From an optimization exercise on the open Yosys and OpenROAD flow, aimed at small area; shortcuts taken in it are not production practice. In this exercise RTL edits were held to simulation tests only and were not proved equivalent to the original.

==> wip/pepper <==
## matrix_stream_out
module matrix_stream_out #(
  parameter int ROWS   = 10,
  parameter int COLS   = 10,
  parameter int DATA_W = 8,
  parameter int ADDR_W = 7
) (
  input  logic                        clk,
  input  logic                        rst_n,
  input  logic                        start,
  input  logic [ROWS*COLS*DATA_W-1:0] mat_data,
  output logic                        busy,
  output logic                        done,
  output logic                        out_valid,
  input  logic                        out_ready,
  output logic [DATA_W-1:0]           out_data,
  output logic [ADDR_W-1:0]           out_addr,
  output logic                        out_last
);
==> module matrix_stream_out, before the edit <==
module matrix_stream_out #(
  parameter int ROWS   = 10,
  parameter int COLS   = 10,
  parameter int DATA_W = 8,
  parameter int ADDR_W = 7
) (
  input  logic                        clk,
  input  logic                        rst_n,
  input  logic                        start,
  input  logic [ROWS*COLS*DATA_W-1:0] mat_data,
  output logic                        busy,
  output logic                        done,
  output logic                        out_valid,
  input  logic                        out_ready,
  output logic [DATA_W-1:0]           out_data,
  output logic [ADDR_W-1:0]           out_addr,
  output logic                        out_last
);
  localparam int N     = ROWS * COLS;
  localparam int IDX_W = (N > 1) ? $clog2(N) : 1;
  typedef enum logic [1:0] {S_IDLE, S_STREAM, S_FINISH} state_t;
  state_t                       r_state;
  logic [N-1:0][DATA_W-1:0]     r_snap;
  logic [N-1:0][DATA_W-1:0]     w_mat;
  logic [ADDR_W-1:0]            r_row;
  logic [ADDR_W-1:0]            r_col;
  logic [ADDR_W-1:0]            w_nrow;
  logic [ADDR_W-1:0]            w_ncol;
  logic [ADDR_W-1:0]            w_nidx;
  logic                         w_nlast;
  logic                         w_xfer;
  assign w_mat  = mat_data;
  assign w_xfer = out_valid && out_ready;
  always_comb begin
    w_nrow = r_row;
    w_ncol = r_col;
    if (r_col == ADDR_W'(COLS - 1)) begin
      w_ncol = '0;
      w_nrow = r_row + ADDR_W'(1);
    end else begin
      w_ncol = r_col + ADDR_W'(1);
    end
  end
  assign w_nidx  = w_nrow * ADDR_W'(COLS) + w_ncol;
  assign w_nlast = (w_nrow == ADDR_W'(ROWS - 1)) && (w_ncol == ADDR_W'(COLS - 1));
  always_ff @(posedge clk or negedge rst_n) begin
    if (!rst_n) begin
      r_state   <= S_IDLE;
      r_snap    <= '0;
      r_row     <= '0;
      r_col     <= '0;
      busy      <= 1'b0;
      done      <= 1'b0;
      out_valid <= 1'b0;
      out_last  <= 1'b0;
      out_data  <= '0;
      out_addr  <= '0;
    end else begin
      case (r_state)
        S_IDLE: begin
          done <= 1'b0;
          if (start) begin
            r_snap    <= w_mat;
            r_row     <= '0;
            r_col     <= '0;
            out_data  <= w_mat[0];
            out_addr  <= '0;
            out_last  <= (N == 1);
            out_valid <= 1'b1;
            busy      <= 1'b1;
            r_state   <= S_STREAM;
          end
        end
        S_STREAM: begin
          if (w_xfer) begin
            if (out_last) begin
              out_valid <= 1'b0;
              out_last  <= 1'b0;
              done      <= 1'b1;
              r_state   <= S_FINISH;
            end else begin
              r_row    <= w_nrow;
              r_col    <= w_ncol;
              out_data <= r_snap[w_nidx[IDX_W-1:0]];
              out_addr <= w_nidx;
              out_last <= w_nlast;
            end
          end
        end
        S_FINISH: begin
          done    <= 1'b0;
          busy    <= 1'b0;
          r_state <= S_IDLE;
        end
        default: r_state <= S_IDLE;
      endcase
    end
  end
endmodule
clock: 6.0 ns
lec_check: 0
cap_margin: 20
core_margin: 2
core_utilization: 40
slew_margin: 20
run.sh (not shown) runs the stock make flow with config.mk's settings and CLKGATE_MAP_FILE= SYNTH_SCRIPT=/design/flow/synth_recipe.tcl, a recipe that flattens the netlist after the stock synthesis.
==> inputs of wip/willow, as changes to wip/pepper <==
==> flow/design.v (replaced) <==
module matrix_stream_out #(
  parameter int ROWS   = 10,
  parameter int COLS   = 10,
  parameter int DATA_W = 8,
  parameter int ADDR_W = 7
) (
  input  logic                        clk,
  input  logic                        rst_n,
  input  logic                        start,
  input  logic [ROWS*COLS*DATA_W-1:0] mat_data,
  output logic                        busy,
  output logic                        done,
  output logic                        out_valid,
  input  logic                        out_ready,
  output logic [DATA_W-1:0]           out_data,
  output logic [ADDR_W-1:0]           out_addr,
  output logic                        out_last
);
  localparam int N  = ROWS * COLS;
  localparam int RW = COLS * DATA_W;    
  logic [N*DATA_W-1:0] r_snap;    
  logic [N*DATA_W-1:0] w_next;    
  logic [N*DATA_W-1:0] w_snap;
  logic                r_inv;
  logic                w_shift;
  assign w_shift = out_valid && out_ready;
  assign w_next  = {r_snap[N*DATA_W-1 -: DATA_W], r_snap[N*DATA_W-1:DATA_W]};
  for (genvar g = 0; g < ROWS; g++) begin : g_row
    matrix_stream_out_row #(.W(RW)) u_row (
      .valid(out_valid), .ready(out_ready),
      .a(mat_data[g*RW +: RW]), .b(w_next[g*RW +: RW]), .c(r_snap[g*RW +: RW]),
      .y(w_snap[g*RW +: RW]));
  end
  always_ff @(posedge clk) begin
    r_snap <= w_snap;
    r_inv  <= !out_valid | !r_inv;
  end
  assign out_data = r_snap[DATA_W-1:0] ^ {DATA_W{r_inv}};
  assign out_last = (out_addr == ADDR_W'(N - 1));
  assign busy     = out_valid | done;
  always_ff @(posedge clk) begin
    if (!out_valid)   out_addr <= '0;
    else if (w_shift) out_addr <= out_addr + ADDR_W'(1);
  end
  always_ff @(posedge clk or negedge rst_n) begin
    if (!rst_n) begin
      out_valid <= 1'b0;
      done      <= 1'b0;
    end else begin
      done <= w_shift && out_last;
      if (out_valid) out_valid <= !(out_ready && out_last);
      else           out_valid <= start && !done;
    end
  end
endmodule
module matrix_stream_out_row #(
  parameter int W = 80
) (
  input  logic         valid,
  input  logic         ready,
  input  logic [W-1:0] a,
  input  logic [W-1:0] b,
  input  logic [W-1:0] c,
  output logic [W-1:0] y
);
  logic load, shift, hold;
  assign load  = !valid;
  assign shift = valid && ready;
  assign hold  = valid && !ready;
  for (genvar i = 0; i < W; i++) begin : g_bit
    matrix_stream_out_sel3 u_sel (
      .s0(load), .s1(shift), .s2(hold), .a(a[i]), .b(b[i]), .c(c[i]), .y(y[i]));
  end
endmodule
module matrix_stream_out_sel3 (
  input  logic s0,
  input  logic s1,
  input  logic s2,
  input  logic a,
  input  logic b,
  input  logic c,
  output logic y
);
  assign y = ~((s0 & a) | (s1 & b) | (s2 & c));
endmodule
==> flow/flow/run.sh (new file) <==
#!/bin/bash
set -euo pipefail
export BUFFER_PORTS_ARGS="-buffer_cell sky130_fd_sc_hd__buf_1"
export CTS_ARGS="-sink_clustering_enable -repair_clock_nets -dont_use_dummy_load -buf_list sky130_fd_sc_hd__clkbuf_8 -sink_clustering_size 20 -sink_clustering_max_diameter 60"
bash standard.sh > standard.log 2>&1
==> flow/standard.sh (new file) <==
#!/bin/bash
# synth_recipe.tcl (not shown) runs the flow's synth.tcl, then flattens the netlist and writes it again
# the make line also repeats each setting of config.mk as NAME=value (left out here)
make -C /OpenROAD-flow-scripts/flow DESIGN_CONFIG=/design/flow/config.mk WORK_HOME=/design/flow/orfs CLKGATE_MAP_FILE= SYNTH_SCRIPT=/design/flow/synth_recipe.tcl "${@:-finish}"
- CTS_BUF_LIST: default -> sky130_fd_sc_hd__clkbuf_8
- CTS_CLUSTER_DIAMETER: default -> 60
- CTS_CLUSTER_SIZE: default -> 20
- SYNTH_HIERARCHICAL: default -> 1
removed: flow/run.sh
==> inputs of wip/quartz, as changes to wip/pepper <==
==> flow/design.v (replaced) <==
module matrix_stream_out #(
  parameter int ROWS   = 10,
  parameter int COLS   = 10,
  parameter int DATA_W = 8,
  parameter int ADDR_W = 7
) (
  input  logic                        clk,
  input  logic                        rst_n,
  input  logic                        start,
  input  logic [ROWS*COLS*DATA_W-1:0] mat_data,
  output logic                        busy,
  output logic                        done,
  output logic                        out_valid,
  input  logic                        out_ready,
  output logic [DATA_W-1:0]           out_data,
  output logic [ADDR_W-1:0]           out_addr,
  output logic                        out_last
);
  localparam int N  = ROWS * COLS;
  localparam int RW = COLS * DATA_W;    
  logic [N*DATA_W-1:0] r_snap;    
  logic [N*DATA_W-1:0] w_next;    
  logic [N*DATA_W-1:0] w_snap;
  logic                r_inv;
  logic                w_shift;
  assign w_shift = out_valid && out_ready;
  assign w_next  = {r_snap[N*DATA_W-1 -: DATA_W], r_snap[N*DATA_W-1:DATA_W]};
  for (genvar g = 0; g < ROWS; g++) begin : g_row
    matrix_stream_out_row #(.W(RW)) u_row (
      .valid(out_valid), .ready(out_ready),
      .a(mat_data[g*RW +: RW]), .b(w_next[g*RW +: RW]), .c(r_snap[g*RW +: RW]),
      .y(w_snap[g*RW +: RW]));
  end
  always_ff @(posedge clk) begin
    r_snap <= w_snap;
    r_inv  <= !out_valid | !r_inv;
  end
  assign out_data = r_snap[DATA_W-1:0] ^ {DATA_W{r_inv}};
  assign out_last = (out_addr == ADDR_W'(N - 1));
  assign busy     = out_valid | done;
  always_ff @(posedge clk) begin
    if (!out_valid)   out_addr <= '0;
    else if (w_shift) out_addr <= out_addr + ADDR_W'(1);
  end
  always_ff @(posedge clk or negedge rst_n) begin
    if (!rst_n) begin
      out_valid <= 1'b0;
      done      <= 1'b0;
    end else begin
      done <= w_shift && out_last;
      if (out_valid) out_valid <= !(out_ready && out_last);
      else           out_valid <= start && !done;
    end
  end
endmodule
module matrix_stream_out_row #(
  parameter int W = 80
) (
  input  logic         valid,
  input  logic         ready,
  input  logic [W-1:0] a,
  input  logic [W-1:0] b,
  input  logic [W-1:0] c,
  output logic [W-1:0] y
);
  logic load, shift, hold;
  assign load  = !valid;
  assign shift = valid && ready;
  assign hold  = valid && !ready;
  for (genvar i = 0; i < W; i++) begin : g_bit
    matrix_stream_out_sel3 u_sel (
      .s0(load), .s1(shift), .s2(hold), .a(a[i]), .b(b[i]), .c(c[i]), .y(y[i]));
  end
endmodule
module matrix_stream_out_sel3 (
  input  logic s0,
  input  logic s1,
  input  logic s2,
  input  logic a,
  input  logic b,
  input  logic c,
  output logic y
);
  assign y = ~((s0 & a) | (s1 & b) | (s2 & c));
endmodule
==> flow/flow/run.sh (new file) <==
#!/bin/bash
set -euo pipefail
export BUFFER_PORTS_ARGS="-buffer_cell sky130_fd_sc_hd__buf_1"
export CTS_ARGS="-sink_clustering_enable -repair_clock_nets -dont_use_dummy_load -buf_list sky130_fd_sc_hd__clkbuf_8 -sink_clustering_size 16 -sink_clustering_max_diameter 50"
bash standard.sh > standard.log 2>&1
==> flow/standard.sh (new file) <==
#!/bin/bash
# synth_recipe.tcl (not shown) runs the flow's synth.tcl, then flattens the netlist and writes it again
# the make line also repeats each setting of config.mk as NAME=value (left out here)
make -C /OpenROAD-flow-scripts/flow DESIGN_CONFIG=/design/flow/config.mk WORK_HOME=/design/flow/orfs CLKGATE_MAP_FILE= SYNTH_SCRIPT=/design/flow/synth_recipe.tcl "${@:-finish}"
- CORE_UTILIZATION: 40 -> 50
- CTS_BUF_LIST: default -> sky130_fd_sc_hd__clkbuf_8
- CTS_CLUSTER_DIAMETER: default -> 50
- CTS_CLUSTER_SIZE: default -> 16
- SYNTH_HIERARCHICAL: default -> 1
removed: flow/run.sh
==> results.py <==
metrics = {
    "cells_and_area": {
        "insertedDiodeCount": 28,
        "final_common_cell": "nand2_1",
        "final_area_sq_mm": 0.0525,
    },
    "floorplan": {
        "start_util_pct": 40.3,
    },
    "synth": {
        "synth_largest_area_cell": "dfrtp_1",
        "synth_mux_area_share_pct": 4.87,
        "synth_top_family_by_area": "simple AND/OR/NAND/NOR gates",
    },
    "worst_hold_path": {
        "hp-class": "reg -> reg",
    },
    "worst_setup_path": {
        "crit_fanout": 27,
    },
    "run_status": {
        "run_status": "complete, no violations",
    },
    "power_and_ir_drop": {
        "ir_drop_uv": 378,
    },
    "placed_design": {
        "dpl_cell_area_sq_mm": 0.0491,
    },
    "global_route": {
        "top_usage_layer": "met2",
    },
}
the above is filed under wip/pepper

==> results.py <==
metrics = {
    "run_status": {
        "run_status": "complete, no violations",
    },
    "synth": {
        "synth_top_family_by_area": "compound AO/OA/AOI/OAI gates",
        "synth_largest_area_cell": "dfxtp_1",
        "synth-edff-count": 0,
    },
    "worst_setup_path": {
        "crit_path_start_kind": "flop",
        "worstSetupPathType": "reg -> out",
    },
    "job": {
        "max_cap_viol_count": 0,
    },
    "worst_hold_path": {
        "hp-class": "in -> async",
    },
    "cells_and_area": {
        "final_common_cell": "buf_1",
        "final_area_sq_mm": 0.0299,
        "nClkBuffers": 52,
        "insertedDiodeCount": 62,
    },
    "timing": {
        "min_period_over_period_pct": 52.1,
    },
    "floorplan": {
        "start_util_pct": 40.3,
    },
    "power_and_ir_drop": {
        "ir_drop_uv": 223,
    },
    "global_route": {
        "top_usage_layer": "met2",
    },
}
the above is filed under wip/willow

==> results.py <==
metrics = {
    "run_status": {
        "run_status": "stopped before the end",
        "stop_stage": "I/O pin placement",
        "error_line": "[ERROR PPL-0024] Number of IO pins (823) exceeds maximum number of available positions (814). Increase the die perimeter from 905.70um to 1119.28um.",
    },
    "synth": {
        "synth-edff-count": 0,
        "synth_top_family_by_area": "compound AO/OA/AOI/OAI gates",
        "synth_mux_area_share_pct": 0.0405,
        "synthXorXnorAreaFrac_pct": 0.425,
    },
    "floorplan": {
        "start_util_pct": 50.6,
    },
}
the above is filed under wip/quartz


==> 10-05: inputs <==
matrix_stream_out, a different RTL version from the one above (not shown whole).
==> module matrix_stream_out, before the edit <==
module matrix_stream_out #(
  parameter int ROWS   = 10,
  parameter int COLS   = 10,
  parameter int DATA_W = 8,
  parameter int ADDR_W = 7
) (
  input  logic                        clk,
  input  logic                        rst_n,
  input  logic                        start,
  input  logic [ROWS*COLS*DATA_W-1:0] mat_data,
  output logic                        busy,
  output logic                        done,
  output logic                        out_valid,
  input  logic                        out_ready,
  output logic [DATA_W-1:0]           out_data,
  output logic [ADDR_W-1:0]           out_addr,
  output logic                        out_last
);
  localparam int N = ROWS * COLS;
  logic [N-1:0][DATA_W-1:0] r_snap;    
  logic [N-1:0][DATA_W-1:0] w_mat;
  logic [N-1:0][DATA_W-1:0] w_next;    
  logic                     r_inv;
  logic                     w_load;    
  logic                     w_shift;   
  logic                     w_hold;    
  assign w_mat   = mat_data;
  assign w_load  = !out_valid;
  assign w_shift = out_valid && out_ready;
  assign w_hold  = out_valid && !out_ready;
  always_comb begin
    for (int k = 0; k < N - 1; k++) w_next[k] = r_snap[k+1];
    w_next[N-1] = r_snap[N-1];
  end
  logic [N-1:0][DATA_W-1:0] w_snap;
  for (genvar k = 0; k < N; k++) begin : g_slot
    for (genvar b = 0; b < DATA_W; b++) begin : g_bit
      matrix_stream_out_sel3 u_sel (
        .s0(w_load), .s1(w_shift), .s2(w_hold),
        .a(w_mat[k][b]), .b(w_next[k][b]), .c(r_snap[k][b]), .y(w_snap[k][b]));
    end
  end
  always_ff @(posedge clk) begin
    r_snap <= w_snap;
    r_inv  <= w_load | !r_inv;
  end
  assign out_data = r_snap[0] ^ {DATA_W{r_inv}};
  assign out_last = (out_addr == ADDR_W'(N - 1));
  assign busy     = out_valid | done;
  always_ff @(posedge clk) begin
    if (w_load)       out_addr <= '0;
    else if (w_shift) out_addr <= out_addr + ADDR_W'(1);
  end
  always_ff @(posedge clk or negedge rst_n) begin
    if (!rst_n) begin
      out_valid <= 1'b0;
      done      <= 1'b0;
    end else begin
      done <= w_shift && out_last;
      if (out_valid) out_valid <= !(out_ready && out_last);
      else           out_valid <= start && !done;
    end
  end
endmodule
export LEC_CHECK = 0
export CAP_MARGIN = 20
export CORE_MARGIN = 2
export CORE_UTILIZATION = 40
export SLEW_MARGIN = 20
export SYNTH_HIERARCHICAL = 1
create_clock -name core_clock -period 6.0 [get_ports {clk}]
Stock flow here: none of the scripts above is used.
==> inputs of 06-09, as changes to 10-05 <==
==> flow/design.v (replaced) <==
module matrix_stream_out #(
  parameter int ROWS   = 10,
  parameter int COLS   = 10,
  parameter int DATA_W = 8,
  parameter int ADDR_W = 7
) (
  input  logic                        clk,
  input  logic                        rst_n,
  input  logic                        start,
  input  logic [ROWS*COLS*DATA_W-1:0] mat_data,
  output logic                        busy,
  output logic                        done,
  output logic                        out_valid,
  input  logic                        out_ready,
  output logic [DATA_W-1:0]           out_data,
  output logic [ADDR_W-1:0]           out_addr,
  output logic                        out_last
);
  localparam int N  = ROWS * COLS;
  localparam int RW = COLS * DATA_W;    
  logic [N*DATA_W-1:0] r_snap;    
  logic [N*DATA_W-1:0] w_next;    
  logic [N*DATA_W-1:0] w_snap;
  logic                r_inv;
  logic                w_shift;
  assign w_shift = out_valid && out_ready;
  assign w_next  = {r_snap[N*DATA_W-1 -: DATA_W], r_snap[N*DATA_W-1:DATA_W]};
  for (genvar g = 0; g < ROWS; g++) begin : g_row
    matrix_stream_out_row #(.W(RW)) u_row (
      .valid(out_valid), .ready(out_ready),
      .a(mat_data[g*RW +: RW]), .b(w_next[g*RW +: RW]), .c(r_snap[g*RW +: RW]),
      .y(w_snap[g*RW +: RW]));
  end
  always_ff @(posedge clk) begin
    r_snap <= w_snap;
    r_inv  <= !out_valid | !r_inv;
  end
  assign out_data = r_snap[DATA_W-1:0] ^ {DATA_W{r_inv}};
  assign out_last = (out_addr == ADDR_W'(N - 1));
  assign busy     = out_valid | done;
  always_ff @(posedge clk) begin
    if (!out_valid)   out_addr <= '0;
    else if (w_shift) out_addr <= out_addr + ADDR_W'(1);
  end
  always_ff @(posedge clk or negedge rst_n) begin
    if (!rst_n) begin
      out_valid <= 1'b0;
      done      <= 1'b0;
    end else begin
      done <= w_shift && out_last;
      if (out_valid) out_valid <= !(out_ready && out_last);
      else           out_valid <= start && !done;
    end
  end
endmodule
module matrix_stream_out_row #(
  parameter int W = 80
) (
  input  logic         valid,
  input  logic         ready,
  input  logic [W-1:0] a,
  input  logic [W-1:0] b,
  input  logic [W-1:0] c,
  output logic [W-1:0] y
);
  logic load, shift, hold;
  assign load  = !valid;
  assign shift = valid && ready;
  assign hold  = valid && !ready;
  for (genvar i = 0; i < W; i++) begin : g_bit
    matrix_stream_out_sel3 u_sel (
      .s0(load), .s1(shift), .s2(hold), .a(a[i]), .b(b[i]), .c(c[i]), .y(y[i]));
  end
endmodule
module matrix_stream_out_sel3 (
  input  logic s0,
  input  logic s1,
  input  logic s2,
  input  logic a,
  input  logic b,
  input  logic c,
  output logic y
);
  assign y = ~((s0 & a) | (s1 & b) | (s2 & c));
endmodule
==> flow/flow/run.sh (new file) <==
#!/bin/bash
set -euo pipefail
export BUFFER_PORTS_ARGS="-buffer_cell sky130_fd_sc_hd__buf_1"
export CTS_ARGS="-sink_clustering_enable -repair_clock_nets -dont_use_dummy_load -buf_list sky130_fd_sc_hd__clkbuf_8 -sink_clustering_size 16 -sink_clustering_max_diameter 50"
bash standard.sh > standard.log 2>&1
==> flow/standard.sh (new file) <==
#!/bin/bash
# synth_recipe.tcl (not shown) runs the flow's synth.tcl, then flattens the netlist and writes it again
# the make line also repeats each setting of config.mk as NAME=value (left out here)
make -C /OpenROAD-flow-scripts/flow DESIGN_CONFIG=/design/flow/config.mk WORK_HOME=/design/flow/orfs CLKGATE_MAP_FILE= SYNTH_SCRIPT=/design/flow/synth_recipe.tcl "${@:-finish}"
Settings changed: CTS_BUF_LIST from default to sky130_fd_sc_hd__clkbuf_8, CTS_CLUSTER_DIAMETER from default to 50, CTS_CLUSTER_SIZE from default to 16.
removed: flow/run.sh
==> reports/qor.yml <==
fin_ws_ns: 2.94
status: "finished clean"
via_count: 23200
clk_latency_ns: 0.67
grt_max_degree: 81
Source of the figures above: 06-09

==> reports/qor.yml <==
status: "finished clean"
multi_input_gates: 840
initial_utilization_pct: 40.6
via_count: 23200
p_sw_share_pct: 23.2
grt_max_degree: 252
fin_ws_ns: 2.26
clk_latency_ns: 0.63
Source of the figures above: 10-05

afterwards: timing with drivers on the ports:
In the flow no input, the clock included, has a driving cell. The finished layouts below were timed again as built, in two steps.
Step 1: set_driving_cell puts a clkbuf_16 on clk and a buf_2 on each other input, an assumption about the parent block.
Step 2 also shifts input and output timing later by t, the mid clock arrival at the registers, as if the neighbouring blocks saw the same clock.
a / b / c = no drivers / after step 1 / after step 2; a / b = the first two.
| run | shift t [ns] | setup slack, ns | latest minus earliest clock arrival (ns) | cell pins on the clock port's net |
|---|---|---|---|---|
| wip/pepper | 0.748 | 0.402 / 0.402 / 0.402 | 0.037 / 0.037 | 1 |
| wip/willow | 0.706 | 2.872 / 2.814 / 2.577 | 0.084 / 0.084 | 1 |
| 10-05 | 0.679 | 2.261 / 2.294 / 1.614 | 0.022 / 0.023 | 1 |
| 06-09 | 0.676 | 2.935 / 2.877 / 2.519 | 0.113 / 0.114 | 1 |
After both steps every run listed still meets setup and hold. For 10-05, which loses most, drivers alone change the setup slack by +0.033 ns; drivers and shift together by -0.647 ns.
